This design comes from an exercise in tuning for a short achievable clock period and few clock cycles on the open sky130 flow, not from production work. The RTL was checked by simulation tests, not by an equivalence proof against the original design. Power figures rest on the tool's default switching activity, not on a simulated workload.

### flow/config.mk
export PLATFORM = sky130hd
export DESIGN_NAME = mipsCore
export DESIGN_NICKNAME = mipsCore
export VERILOG_FILES = /design/flow/design.v
export SDC_FILE = /design/flow/constraint.sdc
export NUM_CORES = 4
export LEC_CHECK = 0
export ABC_CLOCK_PERIOD_IN_PS = 3000
export CAP_MARGIN = 20
export CORE_MARGIN = 2
export CORE_UTILIZATION = 40
export SETUP_SLACK_MARGIN = 4.0
export SLEW_MARGIN = 20
### flow/constraint.sdc
create_clock -name core_clock -period 7.5 [get_ports {clk}]
set_input_delay 1.5000 -clock core_clock [delete_from_list [all_inputs] [get_ports {clk}]]
set_output_delay 1.5000 -clock core_clock [all_outputs]
set_load 0.01 [all_outputs]
### flow/design.v
`timescale 1ns/1ps
module alu (
	input  logic [31:0] a,
	input  logic [31:0] b,
	input  logic        selAdd,    
	input  logic        selSub,    
	input  logic        selAnd,
	input  logic        selOr,
	input  logic        selXor,
	input  logic        selSlt,    
	input  logic        selSll,    
	input  logic        selSrl,    
	input  logic        selSra,    
	output logic [31:0] sum,       
	output logic [31:0] result
);
	logic [31:0] diff;
	logic        lessThan;
	logic [31:0] shl, shr;
	logic [32:0] shrWide;
	assign sum      = a + b;
	assign diff     = a - b;
	assign lessThan = $signed(a) < $signed(b);
	assign shl      = b << a[4:0];
	assign shrWide  = $signed({selSra & b[31], b}) >>> a[4:0];
	assign shr      = shrWide[31:0];
	assign result = ({32{selAdd}} & sum)
	              | ({32{selSub}} & diff)
	              | ({32{selAnd}} & (a & b))
	              | ({32{selOr}}  & (a | b))
	              | ({32{selXor}} & (a ^ b))
	              | ({32{selSlt}} & {31'b0, lessThan})
	              | ({32{selSll}} & shl)
	              | ({32{selSrl | selSra}} & shr);
endmodule
`timescale 1ns/1ps
module regFile (
	input  logic        clk,
	input  logic        rst,
	input  logic [4:0]  readAddrA,
	input  logic [4:0]  readAddrB,
	input  logic        we0,
	input  logic [4:0]  wa0,
	input  logic [31:0] wd0,
	input  logic        we1,
	input  logic [4:0]  wa1,
	input  logic [31:0] wd1,
	output logic [31:0] readDataA,
	output logic [31:0] readDataB
);
	logic [31:0]      regs [1:31];
	logic [32*32-1:0] flat;
	always_ff @(posedge clk) begin
		for (int i = 1; i < 32; i++) begin
			if (rst) begin
				regs[i] <= '0;
			end else if (we0 && wa0 == 5'(i)) begin
				regs[i] <= wd0;
			end else if (we1 && wa1 == 5'(i)) begin
				regs[i] <= wd1;
			end
		end
	end
	assign flat[31:0] = '0;
	for (genvar i = 1; i < 32; i++) begin : gFlat
		assign flat[32*i +: 32] = regs[i];
	end
	assign readDataA = flat[32*readAddrA +: 32];
	assign readDataB = flat[32*readAddrB +: 32];
endmodule
`timescale 1ns/1ps
module mipsCore
#(
	parameter int dataWidth = 32,
	parameter int addrWidth = 10
) (
	input  logic                 clk,
	input  logic                 rst,
	output logic [addrWidth-1:0] memAddr,
	output logic [dataWidth-1:0] memWdata,
	output logic                 memWe,
	input  logic [dataWidth-1:0] memRdata
);
	localparam int NQ = 2;
	logic [9:0]  fpc;         
	logic        fv;          
	logic [9:0]  fpc1;        
	logic        qv [NQ];
	logic [31:0] qi [NQ];
	logic [9:0]  qt [NQ];     
	logic        eWr;         
	logic        eLd;         
	logic        eSt;
	logic        eBeq;
	logic [4:0]  eDst;
	logic [31:0] eA, eB, eSD;
	logic [9:0]  eTgt;
	logic        eAdd, eSub, eAnd, eOr, eXor, eSlt, eSll, eSrl, eSra;
	logic        mLd, mSt;
	logic [4:0]  mDst;
	logic [9:0]  mAddr;
	logic [31:0] mData;
	logic        wLd;
	logic [4:0]  wDst;
	logic [31:0] aluRes, aluSum;
	logic        flushE;
	alu alu_inst (
		.a(eA), .b(eB),
		.selAdd(eAdd), .selSub(eSub), .selAnd(eAnd), .selOr(eOr), .selXor(eXor),
		.selSlt(eSlt), .selSll(eSll), .selSrl(eSrl), .selSra(eSra),
		.sum(aluSum), .result(aluRes)
	);
	assign flushE = eBeq && (eA == eB);
	logic [31:0] dIr;
	logic [31:0] rfA, rfB;
	assign dIr = qi[0];
	regFile regFile_inst (
		.clk(clk), .rst(rst),
		.readAddrA(dIr[25:21]), .readAddrB(dIr[20:16]),
		.we0(eWr), .wa0(eDst), .wd0(aluRes),
		.we1(wLd), .wa1(wDst), .wd1(memRdata),
		.readDataA(rfA), .readDataB(rfB)
	);
	logic [5:0]  dOp, dFn;
	logic [4:0]  dRs, dRt, dRd;
	logic        dR, dAddi, dSlti, dAndi, dOri, dXori, dLw, dSw, dBeq;
	logic        dShift, dZext, dUsesRt, dWr, dLd;
	logic [4:0]  dDst;
	logic [31:0] dRsVal, dRtVal, dImm, dA, dB;
	logic        stall, dAdv;
	assign dOp = dIr[31:26];
	assign dFn = dIr[5:0];
	assign dRs = dIr[25:21];
	assign dRt = dIr[20:16];
	assign dRd = dIr[15:11];
	assign dR    = (dOp == 6'b000000);
	assign dAddi = (dOp == 6'b001000);
	assign dSlti = (dOp == 6'b001010);
	assign dAndi = (dOp == 6'b001100);
	assign dOri  = (dOp == 6'b001101);
	assign dXori = (dOp == 6'b001110);
	assign dLw   = (dOp == 6'b100011);
	assign dSw   = (dOp == 6'b101011);
	assign dBeq  = (dOp == 6'b000100);
	assign dShift  = dR && !dFn[5];
	assign dZext   = dAndi || dOri || dXori;
	assign dUsesRt = dR || dSw || dBeq;
	assign dDst    = dR ? dRd : dRt;
	assign dWr     = (dR || dAddi || dSlti || dZext) && (dDst != 5'd0);
	assign dLd     = dLw && (dRt != 5'd0);
	assign dImm    = {{16{dIr[15] & !dZext}}, dIr[15:0]};
	assign stall = qv[0] && (
		(eLd && eDst == dRs) || (mLd && mDst == dRs) ||
		(dUsesRt && ((eLd && eDst == dRt) || (mLd && mDst == dRt))));
	assign dAdv = qv[0] && !stall && !flushE;
	always_comb begin
		if (eWr && eDst == dRs)      dRsVal = aluRes;
		else if (wLd && wDst == dRs) dRsVal = memRdata;
		else                         dRsVal = rfA;
		if (eWr && eDst == dRt)      dRtVal = aluRes;
		else if (wLd && wDst == dRt) dRtVal = memRdata;
		else                         dRtVal = rfB;
	end
	assign dA = dShift ? {27'b0, dIr[10:6]} : dRsVal;
	assign dB = (dR || dBeq) ? dRtVal : dImm;
	always_ff @(posedge clk) begin
		if (rst || !dAdv) begin
			eWr  <= 1'b0;
			eLd  <= 1'b0;
			eSt  <= 1'b0;
			eBeq <= 1'b0;
		end else begin
			eWr  <= dWr;
			eLd  <= dLd;
			eSt  <= dSw;
			eBeq <= dBeq;
		end
		eDst <= dLd ? dRt : dDst;
		eA   <= dA;
		eB   <= dB;
		eSD  <= dRtVal;
		eTgt <= qt[0];
		eAdd <= (dR && (dFn == 6'b100000 || !(dFn == 6'b100010 || dFn == 6'b100100 || dFn == 6'b100101 ||
			dFn == 6'b100110 || dFn == 6'b101010 || dShift))) || dAddi || dLw || dSw;
		eSub <= dR && dFn == 6'b100010;
		eAnd <= (dR && dFn == 6'b100100) || dAndi;
		eOr  <= (dR && dFn == 6'b100101) || dOri;
		eXor <= (dR && dFn == 6'b100110) || dXori;
		eSlt <= (dR && dFn == 6'b101010) || dSlti;
		eSll <= dShift && dFn[1:0] == 2'b00;
		eSrl <= dShift && dFn[1:0] == 2'b10;
		eSra <= dShift && dFn[1:0] == 2'b11;
	end
	always_ff @(posedge clk) begin
		if (rst) begin
			mLd <= 1'b0;
			mSt <= 1'b0;
			wLd <= 1'b0;
		end else begin
			mLd <= eLd;
			mSt <= eSt;
			wLd <= mLd && !(eWr && eDst == mDst);
		end
		mDst  <= eDst;
		mAddr <= aluSum[11:2];
		mData <= eSD;
		wDst  <= mDst;
	end
	logic portBusy;
	assign portBusy = mLd || mSt;
	assign memAddr  = portBusy ? mAddr : fpc;
	assign memWe    = mSt;
	assign memWdata = mData;
	logic [5:0]  aOp;
	logic        aJ, aBeq, aSame, aImmZ, aDrop, aRedir, arrive;
	logic [9:0]  aTgtB, aTgt;
	assign aOp    = memRdata[31:26];
	assign aJ     = (aOp == 6'b000010);
	assign aBeq   = (aOp == 6'b000100);
	assign aSame  = (memRdata[25:21] == memRdata[20:16]);
	assign aImmZ  = (memRdata[15:0] == 16'd0);
	assign aTgtB  = fpc1 + memRdata[9:0];
	assign aTgt   = aJ ? memRdata[9:0] : aTgtB;
	assign aDrop  = aJ || (aBeq && (aSame || aImmZ));
	assign aRedir = fv && !flushE && ((aJ && memRdata[9:0] != fpc1) || (aBeq && aSame && !aImmZ));
	assign arrive = fv && !flushE && !aDrop;
	logic [1:0] occ;
	logic       issue;
	always_comb begin
		occ = '0;
		for (int i = 0; i < NQ; i++) occ = occ + 2'(qv[i]);
	end
	assign issue = !portBusy && ({1'b0, occ} + 3'(fv) - 3'(dAdv) < 3'(NQ));
	always_ff @(posedge clk) begin
		if (rst) begin
			fpc <= '0;
			fv  <= 1'b0;
		end else if (flushE) begin
			fpc <= eTgt;
			fv  <= 1'b0;
		end else if (aRedir) begin
			fpc <= aTgt;
			fv  <= 1'b0;
		end else if (issue) begin
			fpc <= fpc + 10'd1;
			fv  <= 1'b1;
		end else begin
			fv  <= 1'b0;
		end
		if (issue) fpc1 <= fpc + 10'd1;
	end
	logic        sv [NQ];
	logic [31:0] si [NQ];
	logic [9:0]  st [NQ];
	always_comb begin
		for (int i = 0; i < NQ; i++) begin
			if (dAdv) begin
				sv[i] = (i + 1 < NQ) ? qv[(i + 1) % NQ] : 1'b0;
				si[i] = qi[(i + 1) % NQ];
				st[i] = qt[(i + 1) % NQ];
			end else begin
				sv[i] = qv[i];
				si[i] = qi[i];
				st[i] = qt[i];
			end
		end
	end
	always_ff @(posedge clk) begin
		for (int i = 0; i < NQ; i++) begin
			if (rst || flushE) begin
				qv[i] <= 1'b0;
			end else begin
				qv[i] <= sv[i] || (arrive && (i == 0 || sv[(i + NQ - 1) % NQ]) && !sv[i]);
			end
			if (arrive && !sv[i] && (i == 0 || sv[(i + NQ - 1) % NQ])) begin
				qi[i] <= memRdata;
				qt[i] <= aTgtB;
			end else begin
				qi[i] <= si[i];
				qt[i] <= st[i];
			end
		end
	end
endmodule
### flow/run.sh
#!/bin/bash
# synth_recipe.tcl (not shown) runs the flow's synth.tcl, then flattens the netlist and writes it again
# the make line also repeats each setting of config.mk as NAME=value (left out here)
make -C /OpenROAD-flow-scripts/flow DESIGN_CONFIG=/design/flow/config.mk WORK_HOME=/design/flow/orfs CLKGATE_MAP_FILE= SYNTH_SCRIPT=/design/flow/synth_recipe.tcl finish
==> results.toml <==
[floorplan]
die_x_um = 454
io_pins = 77
die_height_um = 454
coreArea_sq_um = 202000
die_area_sq_um = 206000
core.rowCount = 165
start_util_pct = 40.1

[global_route]
grt_usage_pct = 35.1
grt.overflow.total = 0
antenna_found_initial = 22
grt_pass1_wl_um = 527000
grt_max_degree = 183
grt_pass1_vias = 71122

[synth]
ys_seq_area_share_pct = 32.8
synth-edff-count = 94
synthCells = 8271
syn_area_sq_um = 81000
synth_top_area_cell = "dfxtp_1"
synth_nets = 8417
ys.flop_type = "dfxtp_1"
yosysMostFrequentCell = "dfxtp_1"
syn_area_per_cell_sq_um = 9.79
synth_top_cell_area_share_pct = 29.3
yosysWarnings = 9
synthArstFlopShare_pct = 0
ys_ff_latch = 1278
yosys-top-cells-count = "dfxtp_1 (1,184), a211oi_1 (1,135), mux2i_1 (908)"
synthTopCellsByArea = "dfxtp_1 (29%), mux4_2 (14%), mux2i_1 (11%), a211oi_1 (11%), nor2_1 (4.1%)"
ys_types = 105

[power]
leakage_nw = 37.8
power_density_nw_per_um2 = 328
pwr-share-comb_pct = 50.5
finalPower_mw = 32.5
p_sw_share_pct = 44.2
power_frac_clock_pct = 23.3
max-vdd-ir-drop_mv = 0.330
p_int_mw = 18.1
netSwitchingPower_mw = 14.4
p_seq_share_pct = 26.2

[sta]
finalCriticalPeriod_ns = 3.81
timing.final.max_slew_violations = 0
fin_crit_sh_pct = 50.8
timing.hold.ws_ns = 0.326
skew_ns = 0.0337
max_freq_mhz = 263
setup-violations-final = 0
max_slew.worst_pin.slew_ns = 1.32
rsz0062_at_grt = "yes"
max_slew_margin_pct = 12.3
hold_viol_final = 0
finalSetupTns_ns = 0

[worst_setup_path]
critPathLaunchType = "flop"
worst-path-buf-inv = 5
critPathKind = "flop to flop"
slowest_stage = "edfxtp_1"
required_ns = 8.19
max_stage_delay_ns = 0.53
cp_max_fo = 34
endpoint_kind = "flop"
timing.critical_path.arrival_ns = 4.50
crit_top_cell = "ha_4"
path_delay_family = "simple AND/OR/NAND/NOR gates"
critPathLaunch = "qi[0][25]"
worstReg2RegStart = "qi[0][25]"
path_cells = "clkbuf_16, xor2_1, nor4_1, a31oi_1, nand4_4, inv_6, ha_4, inv_2, ha_4, a21oi_4, xor2_4, buf_4, buf_6, nand2_2, o21ai_1, a311oi_1"

[clocking]
clk_pin_slew_worst_paths_ns = 0.06
clockBufferDepth = 3
clockRootBuffer = "clkbuf_16"
h-tree-depth = 4
clk_latency_ns = 0.84
cts_inserted_buffers = 148
cts_sinks = 1278
cts_tree = "yes"

[hold_path]
hp-start = "eSD[9]"
hold_class = "flop to flop"

[place]
globalplace.congestion = 0.952
dpl.hpwl_um = 215000
placed_area_sq_um = 83900
io_buffers = 76

[outcome]
outcome = "no timing/DRC/antenna violations"

[routing]
dr.pass1.iters = 8
drt_iter0_markers = 12153
drc = 0
wire_per_inst_um = 35.8
postRouteAntennaNets = 0
totalWireLength_um = 394000
num_vias = 77576
drt-vias-per-instance = 7.06

[job]
cap_viol_max_count = 0

[layout]
syn_to_final_growth_pct = 22.5
fillers = 17826
nNetsFinal = 8324
final_area_sq_um = 99200
drive_gt1_share_pct = 29.8
postLayoutCoreUtil_pct = 49.2
[path summary, 6_finish.rpt]
check	endpoint	slack [ns]	cells after the start
max	fpc[5]	3.69	16
min	mData[9]	0.33	0
max reg2reg	fpc[5]	3.69	16
min reg2reg	mData[9]	0.33	0
[sequential cells by signal, summed over array words and instances (netlist names), 2 cells and up]
| name | flops |
|---|---|
| eTgt | 10 |
| regFile_inst.regs | 992 |
| eSD | 32 |
| fpc1 | 10 |
| qi | 64 |
| mData | 32 |
| eDst | 5 |
| eA | 32 |
| mDst | 5 |
| wDst | 5 |
| qv | 2 |
| qt | 20 |
| eB | 32 |
| fpc | 10 |
| mAddr | 10 |
[repair_timing]
action,4_1_cts,5_1_grt
buffers inserted,151,183
hold buffers,0,0
pin swaps,169,253
resized for setup,636,657
gates cloned,44,47
endpoints found under the setup margin,1257,804
[cell type report]
| cell class | instances | area [sq um] | area share [%] |
|---|---|---|---|
| diodes | 19 | 47.5 | 0.0479 |
| clock buffers | 209 | 4190 | 4.23 |
| clock inverters | 65 | 747 | 0.753 |
| inverters | 124 | 544 | 0.549 |
| multi-input cells | 5919 | 55100 | 55.5 |
| flip-flops and latches | 1278 | 26700 | 26.9 |
| well taps | 2672 | 3340 | 3.37 |
| repair buffers | 705 | 8510 | 8.58 |
| repair inverters | 2 | 15.0 | 0.0151 |
[metal layers]
metal	global-route usage, %	vias up	part of all wire (%)
li1	-	31343	-
met2	51.6	6441	42
met1	43.8	38001	36
met3	11.2	1773	14
met5	0	-	0.12
met4	23.8	18	8.4
[cell usage in the layout (no fill, tap or decap), types with 30 or more instances in the layout]
| cell type | synthesis | routed |
|---|---|---|
| clkdlybuf4s50_1 | 0 | 40 |
| clkbuf_16 | 0 | 192 |
| dfxtp_1 | 1184 | 1129 |
| edfxtp_1 | 94 | 94 |
| mux2i_1 | 908 | 876 |
| buf_16 | 0 | 35 |
| ha_1 | 109 | 74 |
| nor2b_1 | 271 | 259 |
| inv_1 | 120 | 103 |
| buf_4 | 14 | 370 |
| o21ai_0 | 195 | 148 |
| a21o_1 | 171 | 166 |
| a22o_1 | 35 | 35 |
| xor2_1 | 32 | 30 |
| o22ai_1 | 49 | 44 |
| o221ai_1 | 73 | 68 |
| nand3_1 | 56 | 47 |
| xnor2_1 | 54 | 47 |
| nor2_1 | 894 | 751 |
| nor3_1 | 70 | 52 |
| o211ai_1 | 39 | 39 |
| buf_6 | 10 | 73 |
| a311oi_1 | 37 | 35 |
| a21oi_2 | 0 | 36 |
| dfxtp_4 | 0 | 38 |
| ha_4 | 0 | 32 |
| a211oi_1 | 1135 | 962 |
| clkbuf_1 | 715 | 35 |
| buf_12 | 3 | 89 |
| mux2_4 | 0 | 33 |
| nand2_1 | 253 | 206 |
| a211oi_2 | 2 | 168 |
| mux4_2 | 509 | 513 |
| nor2_2 | 1 | 46 |
| mux2_2 | 227 | 212 |
| nor2_4 | 0 | 100 |
| a21oi_1 | 362 | 318 |
[metrics by stage]
step / setup slack [ns] / instances
floorplan: 3.78 / 8271
finish: 3.69 / 10993
global placement: 1.98 / 10270
global route: 3.63 / 10979
CTS: 3.87 / 10744
detailed placement: 1.94 / 10275
[cell families (layout without fill, tap and decap cells)]
family          count (synthesis)  after routing  synth area share (%)
simple gates                 1711           1730                  9.63
fa+ha+maj                     112            112                  1.76
other cells                     0             19                     0
compound gates               2316           2318                  20.3
flops                        1278           1278                  32.8
xor+xnor                       87             87                 0.950
buf+inv                      1095           1105                  5.51
mux                          1672           1672                  29.1
[power by group through the flow]
stage,Combinational [mW],Clock (mW),Sequential [mW]
after floorplan,7.58,0,8.14
after global placement,11.4,0,8.62
after detailed placement,11.4,0,8.64
after CTS,13.6,7.55,8.48
after global routing,16.5,7.82,8.55
final,16.4,7.57,8.51
Testbench counts, summed over its fixed seeds: cycles 69,071.

## static timing again, ports no longer ideal
No port has a modelled driver above. Below, the same layout with a new extraction and two added sets of constraints. Step 1: set_driving_cell puts a clkbuf_16 on clk and a buf_2 on each other input, an assumption about the parent block. Step 2 also shifts input and output timing later by t, the mid clock arrival at the registers, as if the neighbouring blocks saw the same clock. Slacks: ideal / step 1 / step 2; pairs: ideal / step 1.
t (ns): 0.913
slack for setup (ns): 3.692 / 3.692 / 2.793
latest minus earliest clock arrival (ns): 0.044 / 0.044
slew at the worst register clock pin (ns): 0.07 / 0.07
worst slew at a driven data input, ns: 0.26
After both steps setup and hold are still met in this run. For this run, drivers alone change the setup slack by 0.000 ns; drivers and shift together by -0.899 ns.
